What follows belongs to an exercise in optimizing a design on an open flow for small area, a short achievable clock period and few clock cycles per item; a production flow would make more cautious choices. At most, simulation tests tie the RTL to the original design; equivalence was not proved. Power and IR drop assume default switching activity.

Design ordered_unique_list_table, start of the top module:
module ordered_unique_list_table #(
  parameter int CAPACITY = 16
) (
  input  logic        clk,
  input  logic        rst_n,
  input  logic        in_tvalid,
  output logic        in_tready,
  input  logic [39:0] in_tdata,    
  output logic        out_tvalid,
  input  logic        out_tready,
  output logic [15:0] out_tdata    
);
Size in the first run: ~1800 cells after synthesis, about 620 flip-flops, roughly 62 I/O pins, about 26000 um^2 of cells after synthesis.
Settings: LEC_CHECK=0, CAP_MARGIN=20, CORE_MARGIN=2, CORE_UTILIZATION=70, CTS_CLUSTER_DIAMETER=80, CTS_CLUSTER_SIZE=25, SETUP_SLACK_MARGIN=2.2, SLEW_MARGIN=20, SYNTH_HIERARCHICAL=1; clock period 4.5 ns.
run.sh (not shown) runs the stock make flow with config.mk's settings and CLKGATE_MAP_FILE= SYNTH_SCRIPT=/design/flow/synth_recipe.tcl, a recipe that flattens the netlist after the stock synthesis.
The first run ran to the end with no violations.
Testbench counts at the start, summed over its fixed seeds: cycles 12,016, items 12,000.
Edit:
--- a/flow/design.v
+++ b/flow/design.v
@@ -27,12 +27,36 @@
 );
   logic [oult_pkg::ValueW-1:0] entry_r;
   always_ff @(posedge clk) begin
     if (load) entry_r <= wr_val;
   end
   assign eq = (entry_r == key);
+endmodule
+module oult_first #(
+  parameter int N = 16
+) (
+  input  logic [N-1:0] x,
+  output logic [N-1:0] first
+);
+  localparam int L = $clog2(N);
+  logic [N-1:0] anyset [L+1];
+  always_comb begin
+    anyset[0] = x;
+    for (int l = 1; l <= L; l++) begin
+      anyset[l] = '0;
+      for (int i = 0; i < (N >> l); i++) anyset[l][i] = anyset[l-1][2*i] | anyset[l-1][2*i+1];
+    end
+    for (int k = 0; k < N; k++) begin
+      logic lower;
+      lower = 1'b0;
+      for (int l = 0; l < L; l++) begin
+        if ((k >> l) % 2 == 1) lower = lower | anyset[l][(k >> l) - 1];
+      end
+      first[k] = x[k] && !lower;
+    end
+  end
 endmodule
 `timescale 1ns / 1ps
 module ordered_unique_list_table #(
   parameter int CAPACITY = 16
 ) (
   input  logic        clk,
@@ -112,25 +136,16 @@
   logic [CAPACITY-1:0] cand;
   logic [CAPACITY-1:0] first_c;
   logic                none_c;
   logic [CAPACITY-1:0] spare_nxt;
   assign cand   = ~valid_r & ~spare_r & ~park2_r;
   assign none_c = ~|cand;
-  localparam int NG = CAPACITY / 4;
-  logic [NG-1:0] grp_any;
-  always_comb begin
-    for (int g = 0; g < NG; g++) grp_any[g] = |cand[4*g +: 4];
-    for (int k = 0; k < CAPACITY; k++) begin
-      logic lower_grp, lower_in;
-      lower_grp = 1'b0;
-      for (int g = 0; g < NG; g++) if (g < k / 4) lower_grp = lower_grp | grp_any[g];
-      lower_in = 1'b0;
-      for (int j = 0; j < 4; j++) if (4 * (k / 4) + j < k) lower_in = lower_in | cand[4 * (k / 4) + j];
-      first_c[k] = cand[k] && !lower_in && !lower_grp;
-    end
-  end
+  oult_first #(.N(CAPACITY)) u_first (
+    .x     (cand),
+    .first (first_c)
+  );
   logic [CAPACITY-1:0] fallback;
   assign fallback  = no_spare            ? (parked2 ? rem_k : '0) :
                      (parked2 && !do_ins) ? park2_r : rem_k;
   assign spare_nxt = first_c | (fallback & {CAPACITY{none_c}});
   logic rem_any;
   logic no_spare_nxt;
What happened: The changed run finished clean. Wire length is higher by 4.4%. Power went down by 1.8%. Worst setup slack improves by 0.11 ns. Non-clock buffer count is higher by 3. Design area barely changes. Die area is higher by 0.44%. Worst hold slack is better by 0.0056 ns. Utilization hardly moves. Maximum frequency goes up by 4.7%. Sequential power hardly moves. Critical path depth stays the same.
Testbench counts after the change, summed over its fixed seeds: cycles 12,016, items 12,000.

---

== JK ==
The RTL this note starts from:
==> flow/design.v <==
`timescale 1ns / 1ps
package oult_pkg;
  localparam int ValueW = 32;
  localparam int PosW   = 5;
  localparam int CountW = 5;
  typedef enum logic [1:0] {
    CMD_LOOKUP = 2'd0,
    CMD_INSERT = 2'd1,
    CMD_REMOVE = 2'd2,
    CMD_SPARE  = 2'd3
  } cmd_t;
  typedef enum logic [2:0] {
    STAT_OK       = 3'd0,
    STAT_RANGE    = 3'd1,
    STAT_DUP      = 3'd2,
    STAT_NOTFOUND = 3'd3,
    STAT_FULL     = 3'd4
  } status_t;
endpackage
`timescale 1ns / 1ps
module oult_cell (
  input  logic                          clk,
  input  logic                          load,
  input  logic [oult_pkg::ValueW-1:0]   wr_val,
  input  logic [oult_pkg::ValueW-1:0]   key,
  output logic                          eq
);
  logic [oult_pkg::ValueW-1:0] entry_r;
  always_ff @(posedge clk) begin
    if (load) entry_r <= wr_val;
  end
  assign eq = (entry_r == key);
endmodule
`timescale 1ns / 1ps
module ordered_unique_list_table #(
  parameter int CAPACITY = 16
) (
  input  logic        clk,
  input  logic        rst_n,
  input  logic        in_tvalid,
  output logic        in_tready,
  input  logic [39:0] in_tdata,    
  output logic        out_tvalid,
  input  logic        out_tready,
  output logic [15:0] out_tdata    
);
  localparam int CW   = $clog2(CAPACITY + 1);
  localparam int PW   = oult_pkg::PosW + 1;
  localparam int OUTQ = 4;
  localparam int OW   = $clog2(OUTQ + 1);
  localparam int RW   = 4 + oult_pkg::CountW;    
  logic [CAPACITY-1:0] valid_r;
  logic [CW-1:0]       count_r;
  logic                vld2_r;
  logic                ins2_r;      
  logic                rem2_r;      
  logic                bad2_r;      
  logic                ok2_r;       
  logic [CAPACITY-1:0] hit2_r;
  logic                pres2_r;     
  logic [CAPACITY-1:0] park2_r;     
  logic [CAPACITY-1:0] spare_r;
  logic [OUTQ-1:0]     qv_r;
  logic [RW-1:0]       qd_r [OUTQ];
  logic [OW-1:0]       outst_r;     
  logic                rdy_r;
  logic                        in_acc;
  logic                        vld1_r;
  logic [1:0]                  in_cmd;
  logic [oult_pkg::PosW-1:0]   in_pos;
  logic [oult_pkg::ValueW-1:0] in_val;
  assign in_tready = rdy_r;
  assign in_acc    = in_tvalid && rdy_r;
  logic                present;
  logic                full;
  logic                do_ins;
  logic                do_rem;
  logic [CAPACITY-1:0] ins_k;
  logic [CAPACITY-1:0] rem_k;
  logic [CW-1:0]       count_nxt;
  logic [2:0]          status;
  assign present = pres2_r;
  assign full    = count_r[CW-1];    
  assign do_ins  = vld2_r && ok2_r && !present;
  assign do_rem  = vld2_r && rem2_r && present;
  assign ins_k   = park2_r & {CAPACITY{do_ins}};
  assign rem_k   = hit2_r & {CAPACITY{vld2_r && rem2_r}};
  logic [CW-1:0] count_inc, count_dec;
  assign count_inc = count_r + CW'(1);
  assign count_dec = count_r - CW'(1);
  assign count_nxt = do_ins ? count_inc : do_rem ? count_dec : count_r;
  always_comb begin
    if (ins2_r) begin
      if (bad2_r)       status = oult_pkg::STAT_RANGE;
      else if (present) status = oult_pkg::STAT_DUP;
      else if (full)    status = oult_pkg::STAT_FULL;
      else              status = oult_pkg::STAT_OK;
    end else begin
      status = present ? oult_pkg::STAT_OK : oult_pkg::STAT_NOTFOUND;
    end
  end
  logic [CAPACITY-1:0] valid_nxt;
  assign valid_nxt = (valid_r & ~rem_k) | ins_k;
  logic                no_spare;
  logic                parked2;
  logic [CAPACITY-1:0] park_nxt;
  assign no_spare = ~|spare_r;
  assign parked2  = |park2_r;
  assign park_nxt = spare_r |
                    ({CAPACITY{no_spare}} & (parked2 ? park2_r & {CAPACITY{!do_ins}} : rem_k));
  logic [CAPACITY-1:0] cand, cand_ins;
  logic [CAPACITY-1:0] first_c, first_ci;
  logic                none_c;
  logic [CAPACITY-1:0] spare_nxt;
  assign cand     = ~valid_r & ~spare_r;
  assign cand_ins = cand & ~park2_r;
  assign none_c   = ~|cand;
  always_comb begin
    for (int k = 0; k < CAPACITY; k++) begin
      first_c[k]  = cand[k] && !(|(cand & ((CAPACITY'(1) << k) - CAPACITY'(1))));
      first_ci[k] = cand_ins[k] && !(|(cand_ins & ((CAPACITY'(1) << k) - CAPACITY'(1))));
    end
  end
  assign spare_nxt = no_spare ? (parked2 ? rem_k : '0) :
                     do_ins   ? first_ci :
                     none_c   ? rem_k : first_c;
  logic [CAPACITY-1:0] eq_k;
  for (genvar k = 0; k < CAPACITY; k++) begin : g_slot
    oult_cell u_cell (
      .clk    (clk),
      .load   (park_nxt[k]),
      .wr_val (in_val),
      .key    (in_val),
      .eq     (eq_k[k])
    );
  end
  logic [CAPACITY-1:0] hit_nxt;
  assign hit_nxt = eq_k & valid_nxt;
  logic gt_inc, gt_same, gt_dec;
  logic bad_nxt, full_nxt;
  assign gt_inc  = PW'(in_pos) > PW'(count_inc);
  assign gt_same = PW'(in_pos) > PW'(count_r);
  assign gt_dec  = PW'(in_pos) > PW'(count_dec);
  assign bad_nxt  = do_ins ? gt_inc : do_rem ? gt_dec : gt_same;
  assign full_nxt = do_ins ? (count_r == CW'(CAPACITY - 1)) : do_rem ? 1'b0 : full;
  logic          push;
  logic [RW-1:0] res;
  assign push = vld2_r;
  assign res  = {count_nxt[oult_pkg::CountW-1:0], present, status};
  logic [OUTQ-1:0] qv_pop, qv_hold;
  logic [RW-1:0]   qd_pop [OUTQ];
  logic [RW-1:0]   qd_hold [OUTQ];
  always_comb begin
    for (int i = 0; i < OUTQ; i++) begin
      logic above, below, tgt_p, tgt_h;
      above = (i + 1 < OUTQ) ? qv_r[(i + 1) % OUTQ] : 1'b0;
      below = (i == 0) ? 1'b1 : qv_r[(i + OUTQ - 1) % OUTQ];
      tgt_h      = push && !qv_r[i] && below;
      qv_hold[i] = qv_r[i] || tgt_h;
      qd_hold[i] = tgt_h ? res : qd_r[i];
      tgt_p     = push && qv_r[i] && !above;
      qv_pop[i] = above || tgt_p;
      if (tgt_p)          qd_pop[i] = res;
      else if (i + 1 < OUTQ) qd_pop[i] = qd_r[(i + 1) % OUTQ];
      else                qd_pop[i] = qd_r[i];
    end
  end
  logic [OW-1:0] outst_pop, outst_hold;
  assign outst_pop  = in_acc ? outst_r : outst_r - OW'(1);
  assign outst_hold = in_acc ? outst_r + OW'(1) : outst_r;
  logic pop_sel;
  assign pop_sel = out_tready && qv_r[0];
  always_ff @(posedge clk) begin
    if (!rst_n) begin
      valid_r <= '0;
      count_r <= '0;
      spare_r <= CAPACITY'(1);
      vld1_r  <= 1'b0;
      vld2_r  <= 1'b0;
      qv_r    <= '0;
      outst_r <= '0;
      rdy_r   <= 1'b1;
    end else begin
      valid_r <= valid_nxt;
      count_r <= count_nxt;
      spare_r <= spare_nxt;
      vld1_r  <= in_acc;
      vld2_r  <= vld1_r;
      qv_r    <= pop_sel ? qv_pop : qv_hold;
      outst_r <= pop_sel ? outst_pop : outst_hold;
      rdy_r   <= pop_sel ? (outst_pop < OW'(OUTQ)) : (outst_hold < OW'(OUTQ));
    end
  end
  always_ff @(posedge clk) begin
    in_cmd  <= in_tdata[1:0];
    in_pos  <= in_tdata[6:2];
    in_val  <= in_tdata[38:7];
    ins2_r  <= in_cmd == oult_pkg::CMD_INSERT;
    rem2_r  <= in_cmd == oult_pkg::CMD_REMOVE;
    bad2_r  <= bad_nxt;
    ok2_r   <= in_cmd == oult_pkg::CMD_INSERT && !bad_nxt && !full_nxt;
    hit2_r  <= hit_nxt;
    pres2_r <= |hit_nxt;
    park2_r <= park_nxt;
    for (int i = 0; i < OUTQ; i++) qd_r[i] <= pop_sel ? qd_pop[i] : qd_hold[i];
  end
  assign out_tvalid = qv_r[0];
  assign out_tdata  = {7'd0, qd_r[0]};
endmodule
clock: 4.5 ns
lec_check: 0
cap_margin: 20
core_margin: 2
core_utilization: 60
setup_slack_margin: 2.45
slew_margin: 20
Input changes introduced in MS (baseline for comparison: JK):
-- flow/design.v --
<<< JK, line 47
  localparam int CW   = $clog2(CAPACITY + 1);
  localparam int PW   = oult_pkg::PosW + 1;
  localparam int OUTQ = 4;
  localparam int OW   = $clog2(OUTQ + 1);
  localparam int RW   = 4 + oult_pkg::CountW;    
>>> MS, line 47
  localparam int CW   = $clog2(CAPACITY + 1);
  localparam int PW   = oult_pkg::PosW + 1;
  localparam int OUTQ = 3;
  localparam int OW   = $clog2(OUTQ + 1);
  localparam int RW   = 4 + oult_pkg::CountW;    
<<< JK, line 66
  logic                rdy_r;
  logic                        in_acc;
  logic                        vld1_r;
  logic [1:0]                  in_cmd;
  logic [oult_pkg::PosW-1:0]   in_pos;
>>> MS, line 66
  logic                rdy_r;
  logic                        in_acc;
  logic [1:0]                  in_cmd;
  logic [oult_pkg::PosW-1:0]   in_pos;
<<< JK, line 72
  assign in_tready = rdy_r;
  assign in_acc    = in_tvalid && rdy_r;
  logic                present;
  logic                full;
>>> MS, line 71
  assign in_tready = rdy_r;
  assign in_acc    = in_tvalid && rdy_r;
  assign in_cmd    = in_tdata[1:0];
  assign in_pos    = in_tdata[6:2];
  assign in_val    = in_tdata[38:7];
  logic                present;
  logic                full;
<<< JK, line 176
      count_r <= '0;
      spare_r <= CAPACITY'(1);
      vld1_r  <= 1'b0;
      vld2_r  <= 1'b0;
      qv_r    <= '0;
>>> MS, line 178
      count_r <= '0;
      spare_r <= CAPACITY'(1);
      vld2_r  <= 1'b0;
      qv_r    <= '0;
<<< JK, line 185
      count_r <= count_nxt;
      spare_r <= spare_nxt;
      vld1_r  <= in_acc;
      vld2_r  <= vld1_r;
      qv_r    <= pop_sel ? qv_pop : qv_hold;
      outst_r <= pop_sel ? outst_pop : outst_hold;
>>> MS, line 186
      count_r <= count_nxt;
      spare_r <= spare_nxt;
      vld2_r  <= in_acc;
      qv_r    <= pop_sel ? qv_pop : qv_hold;
      outst_r <= pop_sel ? outst_pop : outst_hold;
<<< JK, line 193
  end
  always_ff @(posedge clk) begin
    in_cmd  <= in_tdata[1:0];
    in_pos  <= in_tdata[6:2];
    in_val  <= in_tdata[38:7];
    ins2_r  <= in_cmd == oult_pkg::CMD_INSERT;
    rem2_r  <= in_cmd == oult_pkg::CMD_REMOVE;
>>> MS, line 193
  end
  always_ff @(posedge clk) begin
    ins2_r  <= in_cmd == oult_pkg::CMD_INSERT;
    rem2_r  <= in_cmd == oult_pkg::CMD_REMOVE;
Notes after the runs:
- Against JK, MS comes in 0.53 points higher on met2 track demand over resource.
- Total power in MS vs JK: up 21%
- In the metrics for MS and JK, the one carrying the lower detailed route wirelength on metal2 is MS.
- Flop count, JK -> MS: decreased
- MS ended up with met4 as its highest routed metal layer; JK ended up with met5.
- Summary of MS over JK: worst setup slack shows a reduction of 0.060 ns, clock-buffer cell count shows an increase of 1.
Testbench counts of MS, summed over its fixed seeds: cycles 12,016, items 12,000.
No functional check of the RTL was part of JK.

---

== cedar ==
ordered_unique_list_table with an RTL version that a note above also has.
Size: roughly 1800 cells after synthesis, roughly 620 flip-flops, ~0.026 mm2 of cells after synthesis.
Design ordered_unique_list_table, start of the top module:
module ordered_unique_list_table #(
  parameter int CAPACITY = 16
) (
  input  logic        clk,
  input  logic        rst_n,
  input  logic        in_tvalid,
  output logic        in_tready,
  input  logic [39:0] in_tdata,    
  output logic        out_tvalid,
  input  logic        out_tready,
  output logic [15:0] out_tdata    
);
  localparam int CW   = $clog2(CAPACITY + 1);
  localparam int PW   = oult_pkg::PosW + 1;
  localparam int OUTQ = 3;
  localparam int OW   = $clog2(OUTQ + 1);
  localparam int RW   = 4 + oult_pkg::CountW;    
  logic [CAPACITY-1:0] valid_r;
  logic [CW-1:0]       count_r;
  logic                vld2_r;
  logic                ins2_r;      
  logic                rem2_r;      
  logic                bad2_r;      
  logic                ok2_r;       
  logic [CAPACITY-1:0] hit2_r;
  logic                pres2_r;     
  logic [CAPACITY-1:0] park2_r;     
  logic [CAPACITY-1:0] spare_r;
  logic [OUTQ-1:0]     qv_r;
  logic [RW-1:0]       qd_r [OUTQ];
  logic [OW-1:0]       outst_r;     
  logic                rdy_r;
  logic                        in_acc;
  logic [1:0]                  in_cmd;
  logic [oult_pkg::PosW-1:0]   in_pos;
  logic [oult_pkg::ValueW-1:0] in_val;
  assign in_tready = rdy_r;
  assign in_acc    = in_tvalid && rdy_r;
  assign in_cmd    = in_tdata[1:0];
  ...
==> module ordered_unique_list_table, before the edit <==
module ordered_unique_list_table #(
  parameter int CAPACITY = 16
) (
  input  logic        clk,
  input  logic        rst_n,
  input  logic        in_tvalid,
  output logic        in_tready,
  input  logic [39:0] in_tdata,    
  output logic        out_tvalid,
  input  logic        out_tready,
  output logic [15:0] out_tdata    
);
  localparam int CW   = $clog2(CAPACITY + 1);
  localparam int PW   = oult_pkg::PosW + 1;
  localparam int OUTQ = 3;
  localparam int OW   = $clog2(OUTQ + 1);
  localparam int RW   = 4 + oult_pkg::CountW;    
  logic [CAPACITY-1:0] valid_r;
  logic [CW-1:0]       count_r;
  logic                vld2_r;
  logic                ins2_r;      
  logic                rem2_r;      
  logic                bad2_r;      
  logic                ok2_r;       
  logic [CAPACITY-1:0] hit2_r;
  logic                pres2_r;     
  logic [CAPACITY-1:0] park2_r;     
  logic [CAPACITY-1:0] spare_r;
  logic [OUTQ-1:0]     qv_r;
  logic [RW-1:0]       qd_r [OUTQ];
  logic [OW-1:0]       outst_r;     
  logic                rdy_r;
  logic                        in_acc;
  logic [1:0]                  in_cmd;
  logic [oult_pkg::PosW-1:0]   in_pos;
  logic [oult_pkg::ValueW-1:0] in_val;
  assign in_tready = rdy_r;
  assign in_acc    = in_tvalid && rdy_r;
  assign in_cmd    = in_tdata[1:0];
  assign in_pos    = in_tdata[6:2];
  assign in_val    = in_tdata[38:7];
  logic                present;
  logic                full;
  logic                do_ins;
  logic                do_rem;
  logic [CAPACITY-1:0] ins_k;
  logic [CAPACITY-1:0] rem_k;
  logic [CW-1:0]       count_nxt;
  logic [2:0]          status;
  assign present = pres2_r;
  assign full    = count_r[CW-1];    
  assign do_ins  = vld2_r && ok2_r && !present;
  assign do_rem  = vld2_r && rem2_r && present;
  assign ins_k   = park2_r & {CAPACITY{do_ins}};
  assign rem_k   = hit2_r & {CAPACITY{vld2_r && rem2_r}};
  logic [CW-1:0] count_inc, count_dec;
  assign count_inc = count_r + CW'(1);
  assign count_dec = count_r - CW'(1);
  assign count_nxt = do_ins ? count_inc : do_rem ? count_dec : count_r;
  always_comb begin
    if (ins2_r) begin
      if (bad2_r)       status = oult_pkg::STAT_RANGE;
      else if (present) status = oult_pkg::STAT_DUP;
      else if (full)    status = oult_pkg::STAT_FULL;
      else              status = oult_pkg::STAT_OK;
    end else begin
      status = present ? oult_pkg::STAT_OK : oult_pkg::STAT_NOTFOUND;
    end
  end
  logic [CAPACITY-1:0] valid_nxt;
  assign valid_nxt = (valid_r & ~rem_k) | ins_k;
  logic                no_spare;
  logic                parked2;
  logic [CAPACITY-1:0] park_nxt;
  assign no_spare = ~|spare_r;
  assign parked2  = |park2_r;
  assign park_nxt = spare_r |
                    ({CAPACITY{no_spare}} & (parked2 ? park2_r & {CAPACITY{!do_ins}} : rem_k));
  logic [CAPACITY-1:0] cand, cand_ins;
  logic [CAPACITY-1:0] first_c, first_ci;
  logic                none_c;
  logic [CAPACITY-1:0] spare_nxt;
  assign cand     = ~valid_r & ~spare_r;
  assign cand_ins = cand & ~park2_r;
  assign none_c   = ~|cand;
  always_comb begin
    for (int k = 0; k < CAPACITY; k++) begin
      first_c[k]  = cand[k] && !(|(cand & ((CAPACITY'(1) << k) - CAPACITY'(1))));
      first_ci[k] = cand_ins[k] && !(|(cand_ins & ((CAPACITY'(1) << k) - CAPACITY'(1))));
    end
  end
  assign spare_nxt = no_spare ? (parked2 ? rem_k : '0) :
                     do_ins   ? first_ci :
                     none_c   ? rem_k : first_c;
  logic [CAPACITY-1:0] eq_k;
  for (genvar k = 0; k < CAPACITY; k++) begin : g_slot
    oult_cell u_cell (
      .clk    (clk),
      .load   (park_nxt[k]),
      .wr_val (in_val),
      .key    (in_val),
      .eq     (eq_k[k])
    );
  end
  logic [CAPACITY-1:0] hit_nxt;
  assign hit_nxt = eq_k & valid_nxt;
  logic gt_inc, gt_same, gt_dec;
  logic bad_nxt, full_nxt;
  assign gt_inc  = PW'(in_pos) > PW'(count_inc);
  assign gt_same = PW'(in_pos) > PW'(count_r);
  assign gt_dec  = PW'(in_pos) > PW'(count_dec);
  assign bad_nxt  = do_ins ? gt_inc : do_rem ? gt_dec : gt_same;
  assign full_nxt = do_ins ? (count_r == CW'(CAPACITY - 1)) : do_rem ? 1'b0 : full;
  logic          push;
  logic [RW-1:0] res;
  assign push = vld2_r;
  assign res  = {count_nxt[oult_pkg::CountW-1:0], present, status};
  logic [OUTQ-1:0] qv_pop, qv_hold;
  logic [RW-1:0]   qd_pop [OUTQ];
  logic [RW-1:0]   qd_hold [OUTQ];
  always_comb begin
    for (int i = 0; i < OUTQ; i++) begin
      logic above, below, tgt_p, tgt_h;
      above = (i + 1 < OUTQ) ? qv_r[(i + 1) % OUTQ] : 1'b0;
      below = (i == 0) ? 1'b1 : qv_r[(i + OUTQ - 1) % OUTQ];
      tgt_h      = push && !qv_r[i] && below;
      qv_hold[i] = qv_r[i] || tgt_h;
      qd_hold[i] = tgt_h ? res : qd_r[i];
      tgt_p     = push && qv_r[i] && !above;
      qv_pop[i] = above || tgt_p;
      if (tgt_p)          qd_pop[i] = res;
      else if (i + 1 < OUTQ) qd_pop[i] = qd_r[(i + 1) % OUTQ];
      else                qd_pop[i] = qd_r[i];
    end
  end
  logic [OW-1:0] outst_pop, outst_hold;
  assign outst_pop  = in_acc ? outst_r : outst_r - OW'(1);
  assign outst_hold = in_acc ? outst_r + OW'(1) : outst_r;
  logic pop_sel;
  assign pop_sel = out_tready && qv_r[0];
  always_ff @(posedge clk) begin
    if (!rst_n) begin
      valid_r <= '0;
      count_r <= '0;
      spare_r <= CAPACITY'(1);
      vld2_r  <= 1'b0;
      qv_r    <= '0;
      outst_r <= '0;
      rdy_r   <= 1'b1;
    end else begin
      valid_r <= valid_nxt;
      count_r <= count_nxt;
      spare_r <= spare_nxt;
      vld2_r  <= in_acc;
      qv_r    <= pop_sel ? qv_pop : qv_hold;
      outst_r <= pop_sel ? outst_pop : outst_hold;
      rdy_r   <= pop_sel ? (outst_pop < OW'(OUTQ)) : (outst_hold < OW'(OUTQ));
    end
  end
  always_ff @(posedge clk) begin
    ins2_r  <= in_cmd == oult_pkg::CMD_INSERT;
    rem2_r  <= in_cmd == oult_pkg::CMD_REMOVE;
    bad2_r  <= bad_nxt;
    ok2_r   <= in_cmd == oult_pkg::CMD_INSERT && !bad_nxt && !full_nxt;
    hit2_r  <= hit_nxt;
    pres2_r <= |hit_nxt;
    park2_r <= park_nxt;
    for (int i = 0; i < OUTQ; i++) qd_r[i] <= pop_sel ? qd_pop[i] : qd_hold[i];
  end
  assign out_tvalid = qv_r[0];
  assign out_tdata  = {7'd0, qd_r[0]};
endmodule
export LEC_CHECK = 0
export CAP_MARGIN = 20
export CORE_MARGIN = 2
export CORE_UTILIZATION = 60
export SETUP_SLACK_MARGIN = 2.2
export SLEW_MARGIN = 20
create_clock -name core_clock -period 4.5 [get_ports {clk}]
cedar completed every stage of the flow, and the final layout passed the timing, design-rule and antenna checks.
Testbench counts of cedar, summed over its fixed seeds: cycles 12,016, items 12,000.
#### Input delta (oak over cedar)
--- a/flow/design.v
+++ b/flow/design.v
@@ -110,24 +110,21 @@
   assign parked2  = |park2_r;
   assign park_nxt = spare_r |
                     ({CAPACITY{no_spare}} & (parked2 ? park2_r & {CAPACITY{!do_ins}} : rem_k));
   logic [CAPACITY-1:0] cand, cand_ins;
   logic [CAPACITY-1:0] first_c, first_ci;
-  logic                none_c;
   logic [CAPACITY-1:0] spare_nxt;
-  assign cand     = ~valid_r & ~spare_r;
+  assign cand     = (~valid_r | rem_k) & ~spare_r;
   assign cand_ins = cand & ~park2_r;
-  assign none_c   = ~|cand;
   always_comb begin
     for (int k = 0; k < CAPACITY; k++) begin
       first_c[k]  = cand[k] && !(|(cand & ((CAPACITY'(1) << k) - CAPACITY'(1))));
       first_ci[k] = cand_ins[k] && !(|(cand_ins & ((CAPACITY'(1) << k) - CAPACITY'(1))));
     end
   end
   assign spare_nxt = no_spare ? (parked2 ? rem_k : '0) :
-                     do_ins   ? first_ci :
-                     none_c   ? rem_k : first_c;
+                     do_ins   ? first_ci : first_c;
   logic [CAPACITY-1:0] eq_k;
   for (genvar k = 0; k < CAPACITY; k++) begin : g_slot
     oult_cell u_cell (
       .clk    (clk),
       .load   (park_nxt[k]),
Results
When the final numbers for cedar and oak were put side by side, the internal power contribution turned out to be greater in cedar.
The clock-cell share of area in oak sits 0.18 points below the value recorded for cedar.
Of cedar and oak, the higher cell area belongs to cedar.
Looking at gate count after technology mapping, oak sits below cedar.
Looking at cedar and oak, the full die area is a wash.
Compared with cedar, in oak global routing usage on met1 now smaller; via count lower.
Where setup slack of the critical path after layout is concerned, cedar is better than oak.
In oak, the area taken by multi-input logic gates came out about 5.4% below the value in cedar.
Relative to cedar, the met3 track demand over resource in global routing of oak is lower by 0.38 points.
oak completed; timing, DRC and antenna clean
Taking cedar as the reference, in oak maximum frequency has decreased; post-synthesis average cell area moved up; sequential fraction of total cell area rose by 2.6 points.
The RTL of oak was laid out without a check of its function.

==> afterwards: timing with drivers on the ports <==
The flow's constraints put no driver on any port. The routed layouts listed below were extracted and timed again, unchanged, in two steps. Step 1 assumes that a clkbuf_16 drives the clock port and a buf_2 every other input. Step 2 adds t to the input delays and takes it off the output delays; t is the mean of the earliest and latest rising clock arrival at the registers after step 1. Input paths then give back, and output paths get back, about the clock's delay inside the block. a / b / c = ideal ports / drivers / drivers and shift; a / b = the first two.
| run | t, ns | setup slack, ns | slew at the worst register clock pin (ns) | worst slew at a driven data input, ns |
|---|---|---|---|---|
| the first run of note 1 | 0.650 | 2.133 / 2.159 / 1.516 | 0.10 / 0.10 | 0.05 |
| the second run of note 1 | 0.643 | 2.239 / 2.246 / 1.626 | 0.10 / 0.10 | 0.06 |
| JK | 0.661 | 2.223 / 2.223 / 1.930 | 0.07 / 0.07 | 0.04 |
| MS | 0.651 | 2.163 / 2.163 / 1.765 | 0.07 / 0.07 | 0.07 |
| cedar | 0.673 | 2.258 / 2.233 / 1.625 | 0.07 / 0.07 | 0.04 |
| oak | 0.671 | 2.085 / 2.085 / 1.537 | 0.06 / 0.06 | 0.04 |
After both steps every run listed still meets setup and hold. For cedar, which loses most, drivers alone change the setup slack by -0.025 ns; drivers and shift together by -0.633 ns.
